This design comes from an exercise in tuning for small area on the open sky130 flow, not from production work. RTL that was checked went through simulation tests only; none was proved equivalent to the original. Power and IR drop assume default switching activity.

Setup of the reference run:
==> flow/design.v <==
`timescale 1ns/1ps
module tcp_stats_monitor (
  input  logic        ap_clk,
  input  logic        ap_rst_n,
  input  logic        ap_start,
  input  logic [63:0] cnt_preset,
  input  logic        rx_tvalid,
  input  logic        rx_tready,
  input  logic [7:0]  rx_tkeep,
  input  logic        rx_tlast,
  input  logic        tx_tvalid,
  input  logic        tx_tready,
  input  logic [7:0]  tx_tkeep,
  input  logic        tx_tlast,
  input  logic        tx_status_tvalid,
  input  logic        tx_status_tready,
  input  logic [63:0] tx_status_tdata,
  input  logic        open_status_tvalid,
  input  logic        open_status_tready,
  input  logic [23:0] open_status_tdata,
  input  logic        close_tvalid,
  input  logic        close_tready,
  output logic        ap_done,
  output logic        ap_idle,
  output logic [41:0] rx_bytes,
  output logic [41:0] tx_bytes,
  output logic [31:0] rx_pkts,
  output logic [31:0] tx_pkts,
  output logic [31:0] sts_total,
  output logic [31:0] sts_good,
  output logic [31:0] open_total,
  output logic [31:0] open_good,
  output logic [63:0] exec_cycles
);
  logic       start_prev;
  logic       rx_fire, tx_fire;
  logic [3:0] rx_cnt, tx_cnt;
  assign rx_fire = rx_tvalid & rx_tready & ap_rst_n;
  assign tx_fire = tx_tvalid & tx_tready & ap_rst_n;
  always_comb begin
    rx_cnt = 4'd0;
    tx_cnt = 4'd0;
    for (int i = 0; i < 8; i++) begin
      rx_cnt = rx_cnt + {3'd0, rx_tkeep[i]};
      tx_cnt = tx_cnt + {3'd0, tx_tkeep[i]};
    end
  end
  logic       s1_start, s1_close, s1_rxp, s1_txp, s1_sts, s1_stsg, s1_open, s1_openg;
  logic [3:0] s1_rxb, s1_txb;
  always_ff @(posedge ap_clk) begin
    start_prev <= ap_start & ap_rst_n;
    s1_start   <= ap_start & ~start_prev & ap_rst_n;
    s1_close   <= close_tvalid & close_tready & ap_rst_n;
    s1_rxb     <= rx_fire ? rx_cnt : 4'd0;
    s1_rxp     <= rx_fire & rx_tlast;
    s1_txb     <= tx_fire ? tx_cnt : 4'd0;
    s1_txp     <= tx_fire & tx_tlast;
    s1_sts     <= tx_status_tvalid & tx_status_tready & ap_rst_n;
    s1_stsg    <= tx_status_tvalid & tx_status_tready & ap_rst_n
                  & ~tx_status_tdata[63] & ~tx_status_tdata[62];
    s1_open    <= open_status_tvalid & open_status_tready & ap_rst_n;
    s1_openg   <= open_status_tvalid & open_status_tready & ap_rst_n & open_status_tdata[16];
  end
  logic       s2_start, s2_close, s2_rxp, s2_txp, s2_sts, s2_stsg, s2_open, s2_openg;
  logic [3:0] s2_rxb, s2_txb;
  logic       rst_q;   
  always_ff @(posedge ap_clk) begin
    rst_q    <= ~ap_rst_n;
    s2_start <= s1_start;
    s2_close <= s1_close;
    s2_rxb   <= s1_rxb;
    s2_rxp   <= s1_rxp;
    s2_txb   <= s1_txb;
    s2_txp   <= s1_txp;
    s2_sts   <= s1_sts;
    s2_stsg  <= s1_stsg;
    s2_open  <= s1_open;
    s2_openg <= s1_openg;
  end
  logic live;    
  logic clear;   
  logic keep;    
  logic [63:0] pre;   
  assign live  = ap_rst_n & ~rst_q;
  assign clear = live & s2_start;
  assign keep  = ap_rst_n & ~clear;
  assign pre   = cnt_preset & {64{clear}};
  logic close_now;
  logic running;
  assign close_now = live & s2_close;
  always_ff @(posedge ap_clk) begin
    ap_done <= close_now;
    running <= ~close_now & (clear | (running & ap_rst_n));
  end
  assign ap_idle = ~running;
  logic [41:0] rx_bytes_d, tx_bytes_d;
  logic [31:0] rx_pkts_d, tx_pkts_d, sts_total_d, sts_good_d, open_total_d, open_good_d;
  logic [63:0] exec_cycles_d;
  stat_add #(.W(42), .IW(4)) u_rxb (.q(rx_bytes),   .pre(pre[41:0]), .keep, .inc(s2_rxb & {4{live}}), .d(rx_bytes_d));
  stat_add #(.W(42), .IW(4)) u_txb (.q(tx_bytes),   .pre(pre[41:0]), .keep, .inc(s2_txb & {4{live}}), .d(tx_bytes_d));
  stat_add #(.W(32), .IW(1)) u_rxp (.q(rx_pkts),    .pre(pre[31:0]), .keep, .inc(s2_rxp & live),   .d(rx_pkts_d));
  stat_add #(.W(32), .IW(1)) u_txp (.q(tx_pkts),    .pre(pre[31:0]), .keep, .inc(s2_txp & live),   .d(tx_pkts_d));
  stat_add #(.W(32), .IW(1)) u_st  (.q(sts_total),  .pre(pre[31:0]), .keep, .inc(s2_sts & live),   .d(sts_total_d));
  stat_add #(.W(32), .IW(1)) u_sg  (.q(sts_good),   .pre(pre[31:0]), .keep, .inc(s2_stsg & live),  .d(sts_good_d));
  stat_add #(.W(32), .IW(1)) u_ot  (.q(open_total), .pre(pre[31:0]), .keep, .inc(s2_open & live),  .d(open_total_d));
  stat_add #(.W(32), .IW(1)) u_og  (.q(open_good),  .pre(pre[31:0]), .keep, .inc(s2_openg & live), .d(open_good_d));
  stat_add #(.W(64), .IW(1)) u_ex  (.q(exec_cycles), .pre(pre),    .keep, .inc(running & keep),  .d(exec_cycles_d));
  always_ff @(posedge ap_clk) begin
    rx_bytes    <= rx_bytes_d;
    tx_bytes    <= tx_bytes_d;
    rx_pkts     <= rx_pkts_d;
    tx_pkts     <= tx_pkts_d;
    sts_total   <= sts_total_d;
    sts_good    <= sts_good_d;
    open_total  <= open_total_d;
    open_good   <= open_good_d;
    exec_cycles <= exec_cycles_d;
  end
endmodule
module stat_add #(
  parameter int W  = 32,
  parameter int IW = 1
) (
  input  logic [W-1:0]  q,
  input  logic [W-1:0]  pre,
  input  logic          keep,
  input  logic [IW-1:0] inc,
  output logic [W-1:0]  d
);
  logic [W-1:0] base;
  logic [W:IW]  c;   
  assign base = (q & {W{keep}}) | pre;
  assign {c[IW], d[IW-1:0]} = {1'b0, base[IW-1:0]} + {1'b0, inc};
  localparam int B = 4;   
  localparam int S = 4;   
  localparam int NB = (W - IW + B - 1) / B;
  localparam int NS = (NB + S - 1) / S;
  logic [NB-1:0] pb;         
  logic [NB:0]   cb;         
  logic [NS-1:0] ps;         
  logic [NS:0]   cs;         
  for (genvar k = 0; k < NB; k++) begin : g_pb
    localparam int LO = IW + k * B;
    localparam int HI = (LO + B - 1 < W - 1) ? LO + B - 1 : W - 1;
    assign pb[k] = &base[HI:LO];
  end
  for (genvar m = 0; m < NS; m++) begin : g_ps
    localparam int LO = m * S;
    localparam int HI = (LO + S - 1 < NB - 1) ? LO + S - 1 : NB - 1;
    assign ps[m] = &pb[HI:LO];
  end
  assign cs[0] = c[IW];
  for (genvar m = 0; m < NS; m++) begin : g_cs
    assign cs[m+1] = cs[m] & ps[m];
  end
  for (genvar k = 0; k < NB; k++) begin : g_cb
    if (k % S == 0) begin : g_first
      assign cb[k] = cs[k / S];
    end else begin : g_next
      assign cb[k] = cb[k-1] & pb[k-1];
    end
  end
  for (genvar i = IW; i < W; i++) begin : g_bit
    if ((i - IW) % B == 0) begin : g_first
      if (i > IW) begin : g_c
        assign c[i] = cb[(i - IW) / B];
      end
    end else begin : g_next
      assign c[i] = c[i-1] & base[i-1];
    end
    assign d[i] = base[i] ^ c[i];
  end
endmodule
export LEC_CHECK = 0
export ABC_AREA = 1
export CAP_MARGIN = 20
export CORE_MARGIN = 2
export CORE_UTILIZATION = 40
export SLEW_MARGIN = 20
create_clock -name core_clock -period 4.0 [get_ports {ap_clk}]
standard.sh (not shown) runs the stock make flow with config.mk's settings and CLKGATE_MAP_FILE= SYNTH_SCRIPT=/design/flow/synth_recipe.tcl, a recipe that flattens the netlist after the stock synthesis.
==> flow/flow/run.sh <==
#!/bin/bash
# standard layout, with the port buffers made of the smallest buffer cell
cp standard.sh standard_sh_copy.log
export BUFFER_PORTS_ARGS="-buffer_cell sky130_fd_sc_hd__buf_1"
bash standard.sh > standard.log 2>&1
The reference run completed end to end with timing, DRC and antenna clean.
Relative to the reference run, the following input files were edited for the trial run:
--- a/flow/design.v
+++ b/flow/design.v
@@ -36,16 +36,10 @@
   logic       rx_fire, tx_fire;
   logic [3:0] rx_cnt, tx_cnt;
   assign rx_fire = rx_tvalid & rx_tready & ap_rst_n;
   assign tx_fire = tx_tvalid & tx_tready & ap_rst_n;
-  always_comb begin
-    rx_cnt = 4'd0;
-    tx_cnt = 4'd0;
-    for (int i = 0; i < 8; i++) begin
-      rx_cnt = rx_cnt + {3'd0, rx_tkeep[i]};
-      tx_cnt = tx_cnt + {3'd0, tx_tkeep[i]};
-    end
-  end
+  assign rx_cnt  = 4'($countones(rx_tkeep));
+  assign tx_cnt  = 4'($countones(tx_tkeep));
   logic       s1_start, s1_close, s1_rxp, s1_txp, s1_sts, s1_stsg, s1_open, s1_openg;
   logic [3:0] s1_rxb, s1_txb;
   always_ff @(posedge ap_clk) begin
     start_prev <= ap_start & ap_rst_n;
- Comparing the reference run and the trial run, the lower global-route usage over all layers is on the reference run.
- Looking at worst slew margin relative to its limit, the trial run sits 1.5 points above the reference run.
- When the trial run is set beside the reference run, its cell-internal power turns out to be about 1.7% smaller.
- Delta (the trial run minus the reference run): sequential share of layout area saw little to no change; met2 layer usage reported by global route saw an increase; synthesized area divided by synthesized cell count saw an increase; switching power of the nets saw a decrease.
- Against the reference run as the reference, the trial run delivers a lower final estimated routing congestion in global placement.
- Min clock group share of total power across the reference run and the trial run: the trial run
- Inverter count of the layout excluding clock inverters | the trial run above the reference run
- The trial run: fraction of final layout cells sized beyond drive strength 1 higher than the reference run
- Diff the reference run -> the trial run: time the worst path needs with I/O delays and setup now larger; power now smaller.
- Final non-filler cell area across the reference run and the trial run: no real change.
For the trial run, only the layout was checked, not whether the RTL still works.

---

Another version of the RTL of tcp_stats_monitor (not shown whole).
For scale: about 380 flip-flops, about 17000 sq um of cells after synthesis.
==> module stat_add, before the edit <==
module stat_add #(
  parameter int W  = 32,
  parameter int IW = 1
) (
  input  logic [W-1:0]  q,
  input  logic [W-1:0]  pre,
  input  logic          keep,
  input  logic          rst_n,   
  input  logic [IW-1:0] inc,
  output logic [W-1:0]  d
);
  logic [W-1:0] base;
  logic [W:IW]  c;   
  assign base = (q & {W{keep}}) | pre;
  logic [IW-1:0] low;
  assign {c[IW], low} = {1'b0, base[IW-1:0]} + {1'b0, inc};
  assign d[IW-1:0] = low & {IW{rst_n}};
  localparam int B = 4;   
  localparam int S = 4;   
  localparam int NB = (W - IW + B - 1) / B;
  localparam int NS = (NB + S - 1) / S;
  logic [NB-1:0] pb;         
  logic [NB:0]   cb;         
  logic [NS-1:0] ps;         
  logic [NS:0]   cs;         
  for (genvar k = 0; k < NB; k++) begin : g_pb
    localparam int LO = IW + k * B;
    localparam int HI = (LO + B - 1 < W - 1) ? LO + B - 1 : W - 1;
    assign pb[k] = &base[HI:LO];
  end
  for (genvar m = 0; m < NS; m++) begin : g_ps
    localparam int LO = m * S;
    localparam int HI = (LO + S - 1 < NB - 1) ? LO + S - 1 : NB - 1;
    assign ps[m] = &pb[HI:LO];
  end
  assign cs[0] = c[IW];
  for (genvar m = 0; m < NS; m++) begin : g_cs
    assign cs[m+1] = cs[m] & ps[m];
  end
  for (genvar k = 0; k < NB; k++) begin : g_cb
    if (k % S == 0) begin : g_first
      assign cb[k] = cs[k / S];
    end else begin : g_next
      assign cb[k] = cb[k-1] & pb[k-1];
    end
  end
  for (genvar i = IW; i < W; i++) begin : g_bit
    if ((i - IW) % B == 0) begin : g_first
      if (i > IW) begin : g_c
        assign c[i] = cb[(i - IW) / B];
      end
    end else begin : g_next
      assign c[i] = c[i-1] & base[i-1];
    end
    assign d[i] = base[i] ^ c[i];
  end
endmodule
export LEC_CHECK = 0
export ABC_AREA = 1
export CAP_MARGIN = 20
export CORE_MARGIN = 2
export CORE_UTILIZATION = 65
export CTS_BUF_LIST = sky130_fd_sc_hd__clkbuf_16
export CTS_CLUSTER_DIAMETER = 100
export CTS_CLUSTER_SIZE = 30
export GPL_TIMING_DRIVEN = 0
export PLACE_DENSITY = 0.75
export SLEW_MARGIN = 20
create_clock -name core_clock -period 4.0 [get_ports {ap_clk}]
Scripts as last shown in full above: flow/flow/run.sh
Next try:
--- a/flow/design.v
+++ b/flow/design.v
@@ -126,7 +126,7 @@
   logic [IW-1:0] low;
   assign {c[IW], low} = {1'b0, base[IW-1:0]} + {1'b0, inc};
   assign d[IW-1:0] = low & {IW{rst_n}};
-  localparam int B = 4;   
+  localparam int B = 8;   
   localparam int S = 4;   
   localparam int NB = (W - IW + B - 1) / B;
   localparam int NS = (NB + S - 1) / S;
@@ -137,7 +137,7 @@
   for (genvar k = 0; k < NB; k++) begin : g_pb
     localparam int LO = IW + k * B;
     localparam int HI = (LO + B - 1 < W - 1) ? LO + B - 1 : W - 1;
-    assign pb[k] = &base[HI:LO];
+    assign pb[k] = (keep & (&q[HI:LO])) | (&pre[HI:LO]);
   end
   for (genvar m = 0; m < NS; m++) begin : g_ps
     localparam int LO = m * S;
After rerunning: Global-route usage grows by 4.7 points; non-clock buffer count climbs by 2; cell area increases by 0.99%; area after synthesis stays flat; power goes up by 1.1%; clock power is about the same; utilization goes up by 0.97 points; setup slack got worse by 0.15 ns.
For the second run of this note, only the layout was checked, not whether the RTL still works.

[afterwards: timing with drivers on the ports]
The flow's constraints put no driver on any port. The routed layouts listed below were extracted and timed again, unchanged, in two steps.
Step 1: set_driving_cell puts a clkbuf_16 on ap_clk and a buf_2 on each other input, an assumption about the parent block.
Step 2, shift: input delay + t, output delay - t, t = (earliest + latest rising clock arrival at the registers) / 2. This alone moves slack from input paths to output paths.
Three values: ideal ports, drivers, drivers and shift; two values: the first two.
run	t, ns	slack for setup (ns)	hold WS [ns]	worst setup path after step 2	latest minus earliest clock arrival (ns)
the reference run	0.618	0.523 / 0.559 / -0.059	0.325 / 0.325 / 0.325	input to register	0.016 / 0.016
the trial run	0.607	0.435 / 0.435 / -0.122	0.324 / 0.324 / 0.324	input to register	0.016 / 0.016
the first run of note 2	0.568	0.261 / 0.285 / -0.283	0.390 / 0.390 / 0.390	input to register	0.026 / 0.026
the second run of note 2	0.579	0.107 / 0.082 / -0.497	0.396 / 0.392 / 0.396	input to register	0.021 / 0.021
With both steps, setup timing fails in every run listed, where it was met with ideal ports. For the second run of note 2, which loses most, drivers alone change the setup slack by -0.025 ns; drivers and shift together by -0.604 ns.
